Context: an optimization exercise on an open-source flow, tuned for small area, a short achievable clock period and few clock cycles. The choices shown serve that exercise and are no tape-out recipe. Function was checked by simulation only, so behaviour that the tests miss may differ from the original. No activity file was given, so power comes from the tool's default toggle rates.

==> flow/design.v <==
`timescale 1ns / 1ps
package evq_pkg;
    typedef enum logic [1:0] {
        OP_POST  = 2'd0,
        OP_GET   = 2'd1,
        OP_PEEK  = 2'd2,
        OP_FLUSH = 2'd3
    } evq_op_t;
    typedef struct packed {
        logic [15:0]        ev_type;
        logic [15:0]        message;
        logic [15:0]        modifiers;
        logic signed [15:0] x;
        logic signed [15:0] y;
        logic [31:0]        stamp;
    } evq_rec_t;
    localparam int REC_W = 5 * 16 + 32;   
    typedef struct packed {
        logic hit;      
        logic at_end;   
    } evq_stat_t;
endpackage
`timescale 1ns / 1ps
module evq_match #(
    parameter int QUEUE_DEPTH = 16
) (
    input  logic [15:0]                    slot_type,
    input  logic [15:0]                    mask,
    input  logic                           take,
    input  logic [$clog2(QUEUE_DEPTH)-1:0] ptr,
    input  logic [$clog2(QUEUE_DEPTH)-1:0] head,
    input  logic [$clog2(QUEUE_DEPTH)-1:0] tail,
    output logic [$clog2(QUEUE_DEPTH)-1:0] nxt,
    output evq_pkg::evq_stat_t             stat
);
    localparam int IDX_W = $clog2(QUEUE_DEPTH);
    localparam logic [IDX_W-1:0] LAST_IDX = IDX_W'(QUEUE_DEPTH - 1);
    logic             hit;
    logic [IDX_W-1:0] base;
    assign hit = |(slot_type & mask);
    assign base = (hit && take) ? head : ptr;
    assign nxt  = (base == LAST_IDX) ? '0 : base + IDX_W'(1);
    assign stat.hit    = hit;
    assign stat.at_end = (nxt == tail);
endmodule
`timescale 1ns / 1ps
module evq_ram #(
    parameter int WIDTH = 8,
    parameter int DEPTH = 16
) (
    input  logic                     clk,
    input  logic                     we,
    input  logic [$clog2(DEPTH)-1:0] waddr,
    input  logic [WIDTH-1:0]         wdata,
    input  logic [$clog2(DEPTH)-1:0] raddr,
    output logic [WIDTH-1:0]         rdata
);
    logic [WIDTH-1:0] mem [DEPTH];
    always_ff @(posedge clk)
    begin
        if (we)
        begin
            mem[waddr] <= wdata;
        end
    end
    always_ff @(posedge clk)
    begin
        rdata <= mem[raddr];
    end
endmodule
`timescale 1ns / 1ps
module masked_event_ring_queue #(
    parameter int QUEUE_DEPTH = 16
) (
    input  logic               clk,
    input  logic               rst_n,
    input  logic               in_valid,
    output logic               in_stall,
    input  logic [1:0]         op,
    input  logic [15:0]        mask,
    input  logic [15:0]        ev_type,
    input  logic [15:0]        ev_message,
    input  logic [15:0]        ev_modifiers,
    input  logic signed [15:0] ev_x,
    input  logic signed [15:0] ev_y,
    input  logic [31:0]        now_tick,
    input  logic signed [15:0] cur_x,
    input  logic signed [15:0] cur_y,
    input  logic [15:0]        cur_modifiers,
    output logic               out_valid,
    input  logic               out_stall,
    output logic               found,
    output logic [15:0]        out_type,
    output logic [15:0]        out_message,
    output logic [15:0]        out_modifiers,
    output logic signed [15:0] out_x,
    output logic signed [15:0] out_y,
    output logic [31:0]        out_when
);
    localparam int IDX_W = $clog2(QUEUE_DEPTH);
    localparam logic [IDX_W-1:0] LAST_IDX = IDX_W'(QUEUE_DEPTH - 1);
    typedef enum logic [1:0] {
        ST_IDLE,
        ST_RD,
        ST_CHK,
        ST_HOLD
    } state_t;
    state_t              state_reg, state_next;
    logic [IDX_W-1:0]    head_reg, head_next;
    logic [IDX_W-1:0]    tail_reg, tail_next;
    logic [IDX_W-1:0]    ptr_reg, ptr_next;
    evq_pkg::evq_op_t    op_reg, op_next;
    logic [15:0]         mask_reg, mask_next;
    logic signed [15:0]  cx_reg, cx_next;
    logic signed [15:0]  cy_reg, cy_next;
    logic [15:0]         cmod_reg, cmod_next;
    logic                res_found_reg, res_found_next;
    evq_pkg::evq_rec_t   res_rec_reg, res_rec_next;
    logic                out_vld_reg, out_vld_next;
    logic                out_found_reg, out_found_next;
    evq_pkg::evq_rec_t   out_rec_reg, out_rec_next;
    logic                in_acc;
    logic                out_free;
    evq_pkg::evq_op_t    in_op;
    evq_pkg::evq_rec_t   post_rec;
    evq_pkg::evq_rec_t   null_in_rec;
    evq_pkg::evq_rec_t   null_reg_rec;
    evq_pkg::evq_rec_t   rd_rec;
    evq_pkg::evq_rec_t   wr_rec;
    logic                ram_we;
    logic [IDX_W-1:0]    ram_waddr;
    logic [IDX_W-1:0]    nxt_idx;
    evq_pkg::evq_stat_t  mstat;
    logic [IDX_W-1:0]    tail_step;
    logic [IDX_W-1:0]    tail_step2;
    function automatic logic [IDX_W-1:0] step_idx(input logic [IDX_W-1:0] idx);
        step_idx = (idx == LAST_IDX) ? '0 : idx + IDX_W'(1);
    endfunction
    assign in_stall = (state_reg != ST_IDLE);
    assign in_acc   = in_valid && !in_stall;
    assign in_op    = evq_pkg::evq_op_t'(op);
    assign out_free = !out_vld_reg || !out_stall;
    always_comb
    begin
        post_rec.ev_type   = ev_type;
        post_rec.message   = ev_message;
        post_rec.modifiers = ev_modifiers;
        post_rec.x         = ev_x;
        post_rec.y         = ev_y;
        post_rec.stamp     = now_tick;
    end
    always_comb
    begin
        null_in_rec           = '0;
        null_in_rec.modifiers = cur_modifiers;
        null_in_rec.x         = cur_x;
        null_in_rec.y         = cur_y;
        null_reg_rec           = '0;
        null_reg_rec.modifiers = cmod_reg;
        null_reg_rec.x         = cx_reg;
        null_reg_rec.y         = cy_reg;
    end
    evq_ram #(
        .WIDTH (evq_pkg::REC_W),
        .DEPTH (QUEUE_DEPTH)
    ) u_ram (
        .clk   (clk),
        .we    (ram_we),
        .waddr (ram_waddr),
        .wdata (wr_rec),
        .raddr (ptr_reg),
        .rdata (rd_rec)
    );
    evq_match #(
        .QUEUE_DEPTH (QUEUE_DEPTH)
    ) u_match (
        .slot_type (rd_rec.ev_type),
        .mask      (mask_reg),
        .take      (op_reg != evq_pkg::OP_PEEK),
        .ptr       (ptr_reg),
        .head      (head_reg),
        .tail      (tail_reg),
        .nxt       (nxt_idx),
        .stat      (mstat)
    );
    assign tail_step  = step_idx(tail_reg);
    assign tail_step2 = step_idx(tail_step);
    always_comb
    begin
        ram_we    = 1'b0;
        ram_waddr = tail_reg;
        wr_rec    = post_rec;
        if (in_acc && (in_op == evq_pkg::OP_POST))
        begin
            ram_we = 1'b1;
        end
        else if ((state_reg == ST_CHK) && mstat.hit && (op_reg != evq_pkg::OP_PEEK))
        begin
            ram_we         = 1'b1;
            ram_waddr      = ptr_reg;
            wr_rec         = rd_rec;
            wr_rec.ev_type = '0;
        end
    end
    always_comb
    begin
        state_next     = state_reg;
        head_next      = head_reg;
        tail_next      = tail_reg;
        ptr_next       = ptr_reg;
        op_next        = op_reg;
        mask_next      = mask_reg;
        cx_next        = cx_reg;
        cy_next        = cy_reg;
        cmod_next      = cmod_reg;
        res_found_next = res_found_reg;
        res_rec_next   = res_rec_reg;
        out_vld_next   = out_vld_reg && out_stall;
        out_found_next = out_found_reg;
        out_rec_next   = out_rec_reg;
        unique case (state_reg)
            ST_IDLE:
            begin
                if (in_acc)
                begin
                    op_next   = in_op;
                    mask_next = mask;
                    cx_next   = cur_x;
                    cy_next   = cur_y;
                    cmod_next = cur_modifiers;
                    if (in_op == evq_pkg::OP_POST)
                    begin
                        tail_next = tail_step;
                        if (tail_step == head_reg)
                        begin
                            head_next = tail_step2;
                        end
                    end
                    else if (head_reg == tail_reg)
                    begin
                        res_found_next = 1'b0;
                        res_rec_next   = null_in_rec;
                        state_next     = ST_HOLD;
                    end
                    else
                    begin
                        ptr_next   = head_reg;
                        state_next = ST_RD;
                    end
                end
            end
            ST_RD:
            begin
                state_next = ST_CHK;
            end
            ST_CHK:
            begin
                if (mstat.hit && (op_reg != evq_pkg::OP_FLUSH))
                begin
                    if (op_reg == evq_pkg::OP_GET)
                    begin
                        head_next = nxt_idx;
                    end
                    res_found_next = 1'b1;
                    res_rec_next   = rd_rec;
                    state_next     = ST_HOLD;
                end
                else
                begin
                    if (mstat.hit)
                    begin
                        head_next = nxt_idx;
                    end
                    ptr_next = nxt_idx;
                    if (mstat.at_end)
                    begin
                        res_found_next = 1'b0;
                        res_rec_next   = null_reg_rec;
                        state_next     = ST_HOLD;
                    end
                    else
                    begin
                        state_next = ST_RD;
                    end
                end
            end
            ST_HOLD:
            begin
                if (out_free)
                begin
                    out_vld_next   = 1'b1;
                    out_found_next = res_found_reg;
                    out_rec_next   = res_rec_reg;
                    state_next     = ST_IDLE;
                end
            end
            default:
            begin
                state_next = ST_IDLE;
            end
        endcase
    end
    always_ff @(posedge clk or negedge rst_n)
    begin
        if (!rst_n)
        begin
            state_reg   <= ST_IDLE;
            head_reg    <= '0;
            tail_reg    <= '0;
            out_vld_reg <= 1'b0;
        end
        else
        begin
            state_reg   <= state_next;
            head_reg    <= head_next;
            tail_reg    <= tail_next;
            out_vld_reg <= out_vld_next;
        end
    end
    always_ff @(posedge clk)
    begin
        ptr_reg       <= ptr_next;
        op_reg        <= op_next;
        mask_reg      <= mask_next;
        cx_reg        <= cx_next;
        cy_reg        <= cy_next;
        cmod_reg      <= cmod_next;
        res_found_reg <= res_found_next;
        res_rec_reg   <= res_rec_next;
        out_found_reg <= out_found_next;
        out_rec_reg   <= out_rec_next;
    end
    assign out_valid     = out_vld_reg;
    assign found         = out_found_reg;
    assign out_type      = out_rec_reg.ev_type;
    assign out_message   = out_rec_reg.message;
    assign out_modifiers = out_rec_reg.modifiers;
    assign out_x         = out_rec_reg.x;
    assign out_y         = out_rec_reg.y;
    assign out_when      = out_rec_reg.stamp;
endmodule
==> flow/run.sh <==
#!/bin/bash
# synth_recipe.tcl (not shown) runs the flow's synth.tcl, then flattens the netlist and writes it again
# the make line also repeats each setting of config.mk as NAME=value (left out here)
make -C /OpenROAD-flow-scripts/flow DESIGN_CONFIG=/design/flow/config.mk WORK_HOME=/design/flow/orfs CLKGATE_MAP_FILE= SYNTH_SCRIPT=/design/flow/synth_recipe.tcl finish
==> flow/config.mk <==
export PLATFORM = sky130hd
export DESIGN_NAME = masked_event_ring_queue
export DESIGN_NICKNAME = masked_event_ring_queue
export VERILOG_FILES = /design/flow/design.v
export SDC_FILE = /design/flow/constraint.sdc
export NUM_CORES = 4
export LEC_CHECK = 0
export CAP_MARGIN = 20
export CORE_MARGIN = 2
export CORE_UTILIZATION = 40
export SLEW_MARGIN = 20
==> flow/constraint.sdc <==
create_clock -name core_clock -period 5.0 [get_ports {clk}]
set_input_delay 1.0000 -clock core_clock [delete_from_list [all_inputs] [get_ports {clk}]]
set_output_delay 1.0000 -clock core_clock [all_outputs]
set_load 0.01 [all_outputs]
==> results.toml <==
[run_status]
status = "finished clean"

[logic_synthesis]
async_reset_ff_share_pct = 0.498
synth_top_area_share_pct = 76.3
yosysUniqueCellTypes = 50
synth_fp_nets = 3616
yosysSeqAreaShare_pct = 79.4
yosys_warnings = 2
synth_edf_count = 2088
syn_avg_cell_area_sq_um = 23.9
syn_inst = 3430
yosysTopAreaCell = "edfxtp_1"
ys_dominant_reg_cell = "edfxtp_1"
yosys-top-cells-area = "edfxtp_1 76%, mux4_2 15%, dfxtp_1 2.7%"
ys_seq_elements = 2211
synth_area_sq_mm = 0.0821

[timing]
period_share_pct = 83.7
max_slew_margin_pct = 24.8
final-setup-viol-count = 0
tightest_slew_ps = 1130
finalHoldViolations = 0
rsz0062_at_grt = "false"
worst_slack_ps = 813
fmax_mhz = 239
layout_min_cycle_time_ps = 4190
drv_slew = 0
worst_hold_slack_ps = 403
finClkSkew_ps = 55.7

[setup_path]
crit_type = "reg -> reg"
endpoint_kind = "register"
crit_chain = "a22o_1, a221oi_2, and4_4, a21oi_2, mux2_4, ha_4, xor2_1, xnor2_1, nand2_1, a211o_1, nand2_1, o21ai_2, a311oi_4, buf_12"
slowest_delay_ps = 480
critical_path.max_fanout = 79
worst_ep_required_time_ps = 5440
crit_top_cell = "nand2_1"
crit_family = "compound AO/OA/AOI/OAI gates"
cp_slowest_cell = "buf_12"
crit_buf_inv = 1
crit_arrival_ps = 4630
cp-start-kind = "register"

[route]
wirelength_mm = 191
post-route-drc-count = 0
drt_first_pass_iters = 7
drtIter0Drc = 3506
num_vias = 36598
vias_per_cell = 5.45
ant_nets = 0
wire_per_inst_um = 28.4

[placed_design]
dp_slack_ps = 852
dp_hpwl_mm = 94.9
place_inst = 6299
gp_congestion = 0.720
port_buffers = 296

[floorplan]
core_area_sq_mm = 0.204
die-width_um = 457
rows = 166
initial_core_util_pct = 40.2
die_y_um = 457
ioPinCount = 297
die_area_sq_mm = 0.209

[power_and_ir_drop]
peakVddDrop_uv = 678
pwr-share-seq_pct = 47.6
p_sw_uw = 14600
total_power_uw = 53700
combPwrFrac_pct = 21.0
internal-power_uw = 39100
p_leak_uw = 0.0306
swShare_pct = 27.1
p_clk_share_pct = 31.3
powerDensity_mw_per_mm2 = 557

[global_route]
antenna_found_initial = 10
grt_pass1_wl_mm = 276
grt-ovfl-total = 0
grt_pass1_vias = 38717
grt_max_degree = 142
grt_use_total_pct = 18.2

[cts]
cts_root_buf = "clkbuf_16"
clock_latency_ps = 860
htreeDepth = 4
cts.clk_slew.worst_paths_ps = 60
cts.sink_count = 2211
numCtsBuffers = 220
cts-resized-gates = 0
cts_buffer_depth = 3
hold_buffers = 0
cts_tree = "built"
post_cts_buffers = 0

[cells_and_area]
drive_gt1_share_pct = 26.7
final_nets = 4019
layout_commonest_cell = "edfxtp_1"
layout.cells.non_filler = 6720
fillers = 16573
top_register = "u_ram.mem"
layout_common_cells = "2088 x edfxtp_1, 560 x mux4_2, 296 x clkdlybuf4s50_1"
largest_reg_flops = 1792
syn2layout_area_growth_pct = 17.4

[min_path]
min_path_type = "reg -> reg"

[run]
drv_cap = 0
## worst paths after layout
| path | start | to | slack [ps] | cells past startpoint |
|---|---|---|---|---|
| max | mask_reg[4] | res_rec_reg[17] | 810 | 14 |
| min | res_rec_reg[98] | out_rec_reg[98] | 400 | 0 |
| max reg2reg | mask_reg[4] | res_rec_reg[17] | 810 | 14 |
| min reg2reg | res_rec_reg[98] | out_rec_reg[98] | 400 | 0 |
| max in group asynchronous | rst_n | head_reg[3] | 3920 | 1 |
| min in group asynchronous | rst_n | out_vld_reg | 600 | 1 |
## logic make-up (layout without fill, tap and decap cells)
family                   after synthesis  after routing  share of synthesized area [%]
AO/OA/AOI/OAI                        101            101                          0.800
XOR/XNOR                              15             15                          0.160
adder cells (fa/ha/maj)                4              4                         0.0609
buffers and inverters                187            786                          0.972
flip-flops                          2211           2211                           79.4
multiplexers                         711            711                           17.4
other                                  0              3                              0
AND/OR/NAND/NOR                      201            201                           1.26
## cell usage after synthesis (all sizes together) (8+ instances only)
master,instances
mux2,102
dfxtp,112
mux2i,49
dfrtp,11
nor2b,19
buf,68
edfxtp,2088
o22ai,9
nand2,79
clkbuf,115
nor2,12
and3,65
xor2,8
mux4,560
o21ai,58
## per-layer routing
metal	vias to the layer above	track usage (%)	share of wire [%]
li1	15386	-	-
met1	19968	24.5	42
met2	991	31.1	51
met3	253	2.75	4.5
met4	0	4.66	2.1
met5	-	0	0
## power groups by stage
| stage | Clock, uW | Sequential [uW] | Combinational, uW |
|---|---|---|---|
| final | 16800 | 25600 | 11300 |
| after detailed placement | 0 | 26000 | 11600 |
| after floorplan | 0 | 25800 | 7250 |
| after global routing | 17900 | 25800 | 12200 |
| after CTS | 17200 | 25600 | 11600 |
| after global placement | 0 | 26000 | 11400 |
## per-stage QoR
step	instance area [sq um]	utilization [%]	setup TNS (ps)
floorplan	82400	-	-680380
global placement	88900	43.5	0
detailed placement	89000	43.5	0
CTS	96400	47.2	0
global route	96400	47.2	0
finish	96500	47.2	0
## final cells by class
class	instances	area [sq um]	share of cell area, %
timing repair buffer	364	3910	4.05
multi-input combinational	1032	16500	17.1
antenna	3	7.51	0.00778
inverter	4	15.0	0.0156
sequential	2211	65200	67.6
clock inverter	137	1550	1.60
clock buffer	281	5930	6.14
tap	2688	3360	3.49
Testbench counts, summed over its fixed seeds: cycles 110,558.

## static timing again, ports no longer ideal
The flow's constraints put no driver on any port. The routed layout listed below was extracted and timed again, unchanged, in two steps. Step 1 sets driving cells, clkbuf_16 on the clock port and buf_2 on the other inputs (assumed; they add their load-dependent delay and slew). Step 2 times the ports against the registers' clock, not the clock port: input delays grow and output delays shrink by t, the midpoint of the rising clock arrivals with the driver on. Three values: ideal ports, drivers, drivers and shift; two values: the first two.
t (ns): 0.924
setup WS [ns]: 0.813 / 0.813 / 0.813
worst hold slack (ns): 0.403 / 0.403 / 0.403
clock arrival spread, ns: 0.060 / 0.060
slew at the worst register clock pin (ns): 0.07 / 0.07
After both steps this run still meets setup and hold. The setup slack of this run moves by 0.000 ns with the drivers and by 0.000 ns with both steps.
